This is an optimization exercise on Yosys and OpenROAD, whose aim is small area and a short achievable clock period, not a production implementation.
The RTL of this run was laid out without a check of its function.
Power and IR drop assume default switching activity.

==> design.v <==
module cic_rca #(
    parameter int W = 8
) (
    input  logic [W-1:0] a,
    input  logic [W-1:0] b,
    input  logic         ci,
    output logic [W-1:0] s,
    output logic         co
);
    logic [W:0] c;
    assign c[0] = ci;
    for (genvar i = 0; i < W; i++) begin : g_bit
        assign s[i]   = a[i] ^ b[i] ^ c[i];
        assign c[i+1] = (a[i] & b[i]) | (c[i] & (a[i] ^ b[i]));
    end
    assign co = c[W];
endmodule
module cic_lane #(
    parameter int SW    = 8,
    parameter int NSEG  = 8,
    parameter int ACC_W = 60
) (
    input  logic            dspclk,
    input  logic [11:0]     x,       
    input  logic [NSEG-1:0] en,      
    input  logic [NSEG-1:0] ce,      
    input  logic [NSEG-1:0] sh,      
    input  logic            jodd,    
    input  logic            jzero,   
    output logic [15:0]     dout
);
    logic [3:0]      xd1;
    logic [NSEG-1:2] sdr;
    logic [NSEG-1:0] sd;
    always_ff @(posedge dspclk) begin
        xd1 <= x[11:8];
        sdr <= sd[NSEG-2:1];
    end
    assign sd = {sdr, xd1[3], x[11]};
    logic [NSEG-1:0][3:0]    ico, bco;    
    logic [NSEG-1:0][SW-1:0] vseg;        
    logic [SW-1:0]           win_in;
    for (genvar k = 0; k < NSEG; k++) begin : g_seg
        localparam int LO = SW * k;
        localparam int WK = (ACC_W - LO < SW) ? ACC_W - LO : SW;
        logic [WK-1:0] xs;
        logic [3:0]    ici, bci;
        if (k == 0)      assign xs = x[WK-1:0];
        else if (k == 1) assign xs = {{(WK-4){xd1[3]}}, xd1};
        else             assign xs = {WK{sd[k]}};
        if (k == 0) begin : g_c0
            assign ici = 4'b0000;
            assign bci = 4'b1111;
        end else begin : g_cn
            logic [3:0] icr, bcr;
            always_ff @(posedge dspclk) begin
                icr <= ico[k-1];
                bcr <= bco[k-1];
            end
            assign ici = icr;
            assign bci = bcr;
        end
        for (genvar i = 0; i < 4; i++) begin : g_int
            logic [WK-1:0] acc, add, sum;
            if (i == 0) begin : g_first
                assign add = en[k] ? xs : '0;
            end else begin : g_next
                assign add = en[k] ? g_int[i-1].sum : '0;
            end
            cic_rca #(.W(WK)) u_add (
                .a(acc), .b(add), .ci(ici[i]), .s(sum), .co(ico[k][i])
            );
            always_ff @(posedge dspclk) acc <= sum;
        end
        for (genvar i = 0; i < 4; i++) begin : g_cmb
            logic [WK-1:0] cin, dly, dif;
            if (i == 0) begin : g_first
                assign cin = g_int[3].acc;
            end else begin : g_next
                assign cin = g_cmb[i-1].dif;
            end
            cic_rca #(.W(WK)) u_sub (
                .a(cin), .b(~dly), .ci(bci[i]), .s(dif), .co(bco[k][i])
            );
            always_ff @(posedge dspclk) begin
                if (ce[k]) dly <= cin;
            end
        end
        if (WK == SW) begin : g_full
            assign vseg[k] = g_cmb[3].dif;
        end else begin : g_part
            assign vseg[k] = {{(SW-WK){1'b0}}, g_cmb[3].dif};
        end
    end
    always_comb begin
        win_in = '0;
        for (int k = 0; k < NSEG; k++)
            win_in = win_in | (vseg[k] & {SW{sh[k]}});
    end
    logic [3*SW-1:0] sr;
    logic [16:0]     win;
    always_ff @(posedge dspclk) begin
        if (|sh) sr <= {win_in, sr[3*SW-1:SW]};
    end
    assign win  = jodd ? sr[19:3] : sr[23:7];
    assign dout = win[16:1] + {15'd0, win[0] & ~jzero};
endmodule
module cic_decim_mc #(
    parameter int CHANNELS     = 2,
    parameter int DIN_W        = 12,
    parameter int DOUT_W       = 16,
    parameter int STAGES       = 4,
    parameter int RATE_W       = 13,
    parameter int MAX_RATE     = 4096,
    parameter int DEFAULT_RATE = 4
) (
    input  logic                       dspclk,
    input  logic                       reset,
    input  logic                       sclr,
    input  logic                       rate_we,
    input  logic [RATE_W-1:0]          rate,
    input  logic                       nd,
    input  logic [CHANNELS*DIN_W-1:0]  din,
    output logic                       rfd,
    output logic                       rdy,
    output logic [CHANNELS*DOUT_W-1:0] dout
);
    localparam int SW   = 8;
    localparam int NSEG = 8;
    logic clr, clr_q;
    assign clr = reset | sclr | rate_we;
    assign rfd = ~(clr | clr_q);
    always_ff @(posedge dspclk) clr_q <= clr;
    logic                      a_q;
    logic [CHANNELS*DIN_W-1:0] din_q;
    always_ff @(posedge dspclk) begin
        a_q   <= nd & rfd;
        din_q <= din;
    end
    logic [RATE_W-1:0] rate_raw, rate_cl;
    logic [11:0]       rm1, rm1_q;
    logic [3:0]        j;
    logic [NSEG-1:0]   mask, mask_q, k2sel, k2sel_q;
    logic              jodd_q, jzero_q;
    always_ff @(posedge dspclk) begin
        if (reset)        rate_raw <= RATE_W'(DEFAULT_RATE);
        else if (rate_we) rate_raw <= rate;
    end
    always_comb begin
        rate_cl = (rate_raw < RATE_W'(2))        ? RATE_W'(2) :
                  (rate_raw > RATE_W'(MAX_RATE)) ? RATE_W'(MAX_RATE) : rate_raw;
        rm1 = 12'(rate_cl - RATE_W'(1));
        j   = '0;
        for (int b = 1; b < 12; b++)
            if (rm1[b]) j = 4'(b);
        mask  = '0;
        k2sel = '0;
        for (int k = 0; k < NSEG; k++) begin
            if (k <= ((32'(j) * 4 + 15) >> 3)) mask[k] = 1'b1;
            if (k == ((32'(j) * 4 + 15) >> 3)) k2sel[k] = 1'b1;
        end
    end
    always_ff @(posedge dspclk) begin
        rm1_q   <= rm1;
        mask_q  <= mask;
        k2sel_q <= k2sel;
        jodd_q  <= j[0];
        jzero_q <= (j == 4'd0);
    end
    logic [11:0] ph;
    logic [2:0]  warm;
    logic        last, blk, keep;
    assign last = (ph == rm1_q);
    assign blk  = a_q & last;
    assign keep = blk & warm[2];
    always_ff @(posedge dspclk) begin
        if (clr_q) begin
            ph   <= '0;
            warm <= '0;
        end else begin
            if (a_q) ph <= last ? '0 : ph + 12'd1;
            if (blk && !warm[2]) warm <= warm + 3'd1;
        end
    end
    logic [NSEG-1:0] en, ce, kp;
    logic [NSEG-1:1] en_r;
    assign en = {en_r, a_q};
    always_ff @(posedge dspclk) begin
        en_r         <= en[NSEG-2:0];
        ce           <= {ce[NSEG-2:0], blk};
        kp           <= {kp[NSEG-2:0] & {(NSEG-1){~clr_q}}, keep};
        rdy          <= (|(kp & k2sel_q)) & ~clr & ~clr_q;
    end
    for (genvar c = 0; c < CHANNELS; c++) begin : g_lane
        cic_lane #(.SW(SW), .NSEG(NSEG), .ACC_W(60)) u_lane (
            .dspclk (dspclk),
            .x      (din_q[c*DIN_W +: DIN_W]),
            .en     (en),
            .ce     (ce),
            .sh     (ce & mask_q),
            .jodd   (jodd_q),
            .jzero  (jzero_q),
            .dout   (dout[c*DOUT_W +: DOUT_W])
        );
    end
endmodule
==> run.sh <==
#!/bin/bash
# synth_recipe.tcl (not shown) runs the flow's synth.tcl, then flattens the netlist and writes it again
# the make line also repeats each setting of config.mk as NAME=value (left out here)
make -C /OpenROAD-flow-scripts/flow DESIGN_CONFIG=/design/flow/config.mk WORK_HOME=/design/flow/orfs CLKGATE_MAP_FILE= SYNTH_SCRIPT=/design/flow/synth_recipe.tcl finish
==> config.mk <==
export PLATFORM = sky130hd
export DESIGN_NAME = cic_decim_mc
export DESIGN_NICKNAME = cic_decim_mc
export VERILOG_FILES = /design/flow/design.v
export SDC_FILE = /design/flow/constraint.sdc
export NUM_CORES = 4
export LEC_CHECK = 0
export CAP_MARGIN = 20
export CORE_MARGIN = 2
export CORE_UTILIZATION = 40
export SETUP_SLACK_MARGIN = 0.3
export SLEW_MARGIN = 20
==> constraint.sdc <==
create_clock -name core_clock -period 11.0 [get_ports {dspclk}]
set_input_delay 2.2000 -clock core_clock [delete_from_list [all_inputs] [get_ports {dspclk}]]
set_output_delay 2.2000 -clock core_clock [all_outputs]
set_load 0.01 [all_outputs]
==> results.tsv <==
metric	value	unit
postCtsSetupBuffers	0	
layout_commonest_cell	inv_1	
antenna_found_initial	1	
placed_cells	6453	
min_period	6.82	ns
vias	28600	
final_cell_mix	1336 x inv_1, 928 x fa_1, 710 x dfxtp_1, 522 x edfxtp_1, 210 x nand2_1	
critical_path_class	reg -> reg	
leakage	29.9	nW
numCtsBuffers	134	
seq_power_share	31.6	%
pwr-share-comb	47.4	%
intPower	13.2	mW
place_area	62700	sq um
cts_htree_levels	4	
grt.overflow.total	0	
dieArea	152000	sq um
clkPwrFrac	21.0	%
synth_cell_types	62	
r2r_setup_slack	4.18	ns
power_switching	8.15	mW
syn-num-nets	5499	
r2r-end	g_lane[1].u_lane.g_seg[6].g_int[3].acc[7]	
cts_buffer_depth	3	
die_w	390	microns
async_reset_ff_share	0	%
synth_ff_type	dfxtp_1	
worstPathRequired	11.64	ns
utilization	45.4	%
worst_slack	4.18	ns
routed_wirelength	94000	microns
min_path_cells	0	
setup_viol_count_final	0	
drv_slew	0	
vias_per_cell	4.27	
status	finished clean	
max_clock_freq	147	MHz
area_delta_synth_final	12.4	%
cap_violations	0	
slew-limit-headroom	33.9	%
tritoncts	built	
yosys_warnings	2	
numClockSinks	1242	
arrival	7.46	ns
dr.pass1.iters	5	
whs	0.325	ns
start_util	40.4	%
peakVddDrop	0.000252	V
gr-usage-all-layers	13.2	%
total_power	21.3	mW
r2r-start	en_r[6]	
end_kind	register	
cts_root_buffer	clkbuf_16	
avgSynthCellArea	13.3	sq um
start_kind	register	
rsz0062_at_grt	false	
postCtsHoldBufs	0	
postCtsResizedCells	0	
grt_max_degree	81	
grt_pass1_vias	31300	
layout-drive-gt1-share	5.16	%
netlist_area	59700	sq um
ant_nets	0	
post-place-ws	4.13	ns
core-area	148000	sq um
clk_pin_slew	0.06	ns
grt_pass1_wl	161000	microns
synth_seq_cells	1242	
worstHoldEndpoint	g_lane[0].u_lane.xd1[2]	
pwr_density_cell	318	nW/um^2
finalNonFillerCells	6700	
worst_pin_slew	0.991	ns
drtIter0Drc	1510	
portBuffers	75	
synth-edff-count	522	
r2r_cells	20	
clk_latency	0.75	ns
detailed_place_hpwl	69800	microns
gp_congestion	0.853	
fin_skew	0.0281	ns
drc_errors	0	
final_hold_viol_count	0	
path_max_fanout	51	
num_io_pins	76	
worstHoldStart	din_q[10]	
finalCritPeriodShare	62.0	%
tns	0	ns
final_nets	5653	
holdCritPathClass	reg -> reg	
die_h	390	microns
synth_cells	4505	
synth-seq-area-share	50.4	%
wl_per_cell	14.0	microns
fin_area	67100	sq um
row_count	141	
swShare	38.2	%
-- logic make-up after synthesis --
logic type,synth area share (%)
compound gates,1.54
xor+xnor,1.35
flops,50.4
buf+inv,8.89
simple gates,5.43
other cells,0.00628
mux,0.798
fa+ha+maj,31.6
-- state kept, by name, summed over array words and instances, names as in the netlist, 3 cells and up --
signal,cells
g_lane.u_lane.sdr,12
ph,12
g_lane.u_lane.g_seg.g_cmb.dly,480
rm1_q,12
g_lane.u_lane.sr,42
din_q,24
kp,8
ce,8
g_lane.u_lane.xd1,8
mask_q,8
warm,3
k2sel_q,8
g_lane.u_lane.g_seg.g_cn.icr,56
en_r,7
g_lane.u_lane.g_seg.g_int.acc,480
g_lane.u_lane.g_seg.g_cn.bcr,56
rate_raw,13
-- worst max-delay path by stage --
stage / startpoint / slack (ns) / to
final: en_r[6] / 4.18 / g_lane[1].u_lane.g_seg[6].g_int[3].acc[7]
after global routing: en_r[6] / 3.71 / g_lane[1].u_lane.g_seg[6].g_int[3].acc[7]
after CTS: en_r[6] / 4.06 / g_lane[1].u_lane.g_seg[6].g_int[3].acc[7]
after detailed placement: en_r[5] / 4.13 / g_lane[1].u_lane.g_seg[5].g_int[3].acc[7]
after global placement: en_r[5] / 4.19 / g_lane[0].u_lane.g_seg[5].g_int[3].acc[7]
after floorplan: en_r[4] / 4.59 / g_lane[1].u_lane.g_seg[4].g_int[3].acc[7]
-- cells in the mapped netlist, drive strengths merged (5+ instances only) --
master | count | share of area (%)
inv | 1336 | 8.4
fa | 928 | 31
dfxtp | 720 | 24
edfxtp | 522 | 26
nand2 | 211 | 1.3
and2 | 161 | 1.7
nor2b | 97 | 1.0
clkbuf | 67 | 0.42
nor2 | 53 | 0.33
xnor2 | 49 | 0.72
xor2 | 43 | 0.63
mux2i | 42 | 0.70
o22ai | 42 | 0.44
nand3 | 40 | 0.34
o21ai | 28 | 0.23
ha | 24 | 0.50
a21oi | 17 | 0.14
nand4 | 17 | 0.18
a32oi | 16 | 0.23
or4 | 13 | 0.17
nor3 | 11 | 0.11
buf | 7 | 0.073
a22oi | 6 | 0.075
mux2 | 5 | 0.094
nor4 | 5 | 0.052
o211ai | 5 | 0.071
-- routing by layer --
layer	part of all wire [%]	global-route usage, %
met5	0	0
met3	3.9	2.44
met4	2.4	4.26
met2	48	21.1
met1	46	18.2
-- final cells by class --
type | instances | area, sq um
Clock inverter | 57 | 597
Inverter | 1336 | 5010
Fill cell | 13200 | 80900
Sequential cell | 1242 | 30100
Clock buffer | 189 | 3790
Timing Repair Buffer | 92 | 878
Antenna cell | 1 | 2.50
Tap cell | 1930 | 2410
Multi-Input combinational cell | 1853 | 24300
-- power groups by stage --
| stage | combinational (mW) | sequential [mW] | clock [mW] |
|---|---|---|---|
| 5_1_grt | 11.7 | 6.84 | 4.79 |
| 6_report | 10.1 | 6.74 | 4.48 |
| 2_1_floorplan | 6.54 | 6.72 | 0 |
| 3_3_place_gp | 10.3 | 6.84 | 0 |
| 4_1_cts | 10.6 | 6.76 | 4.63 |
| 3_5_place_dp | 10.5 | 6.85 | 0 |
-- critical path, stage by stage, from the launching register on --
cell and delay (ns):
dfxtp_1 0.31, buf_4 0.37, nand2_1 0.41, fa_1 0.57, fa_1 0.44, fa_1 0.44, fa_1 0.44, fa_1 0.42
inv_1 0.09, fa_1 0.42, and2_1 0.19, fa_1 0.48, and2_1 0.19, fa_1 0.42, inv_1 0.09, fa_1 0.17
inv_1 0.05, fa_1 0.52, nand2_1 0.08, fa_1 0.55, inv_1 0.04

what the ideal ports hide:
In the flow no input, the clock included, has a driving cell. The finished layout below was timed again as built, in two steps.
Step 1 sets driving cells, clkbuf_16 on the clock port and buf_2 on the other inputs (assumed; they add their load-dependent delay and slew).
Step 2 also shifts input and output timing later by t, the mid clock arrival at the registers, as if the neighbouring blocks saw the same clock.
Slacks: ideal / step 1 / step 2; pairs: ideal / step 1.
t (ns): 0.807
setup WS [ns]: 4.180 / 4.180 / 4.180
worst hold slack (ns): 0.325 / 0.325 / 0.325
worst setup path at the end: register to register
worst register clock-pin slew, ns: 0.07 / 0.07
After both steps setup and hold are still met in this run. For this run, drivers alone change the setup slack by 0.000 ns; drivers and shift together by 0.000 ns.
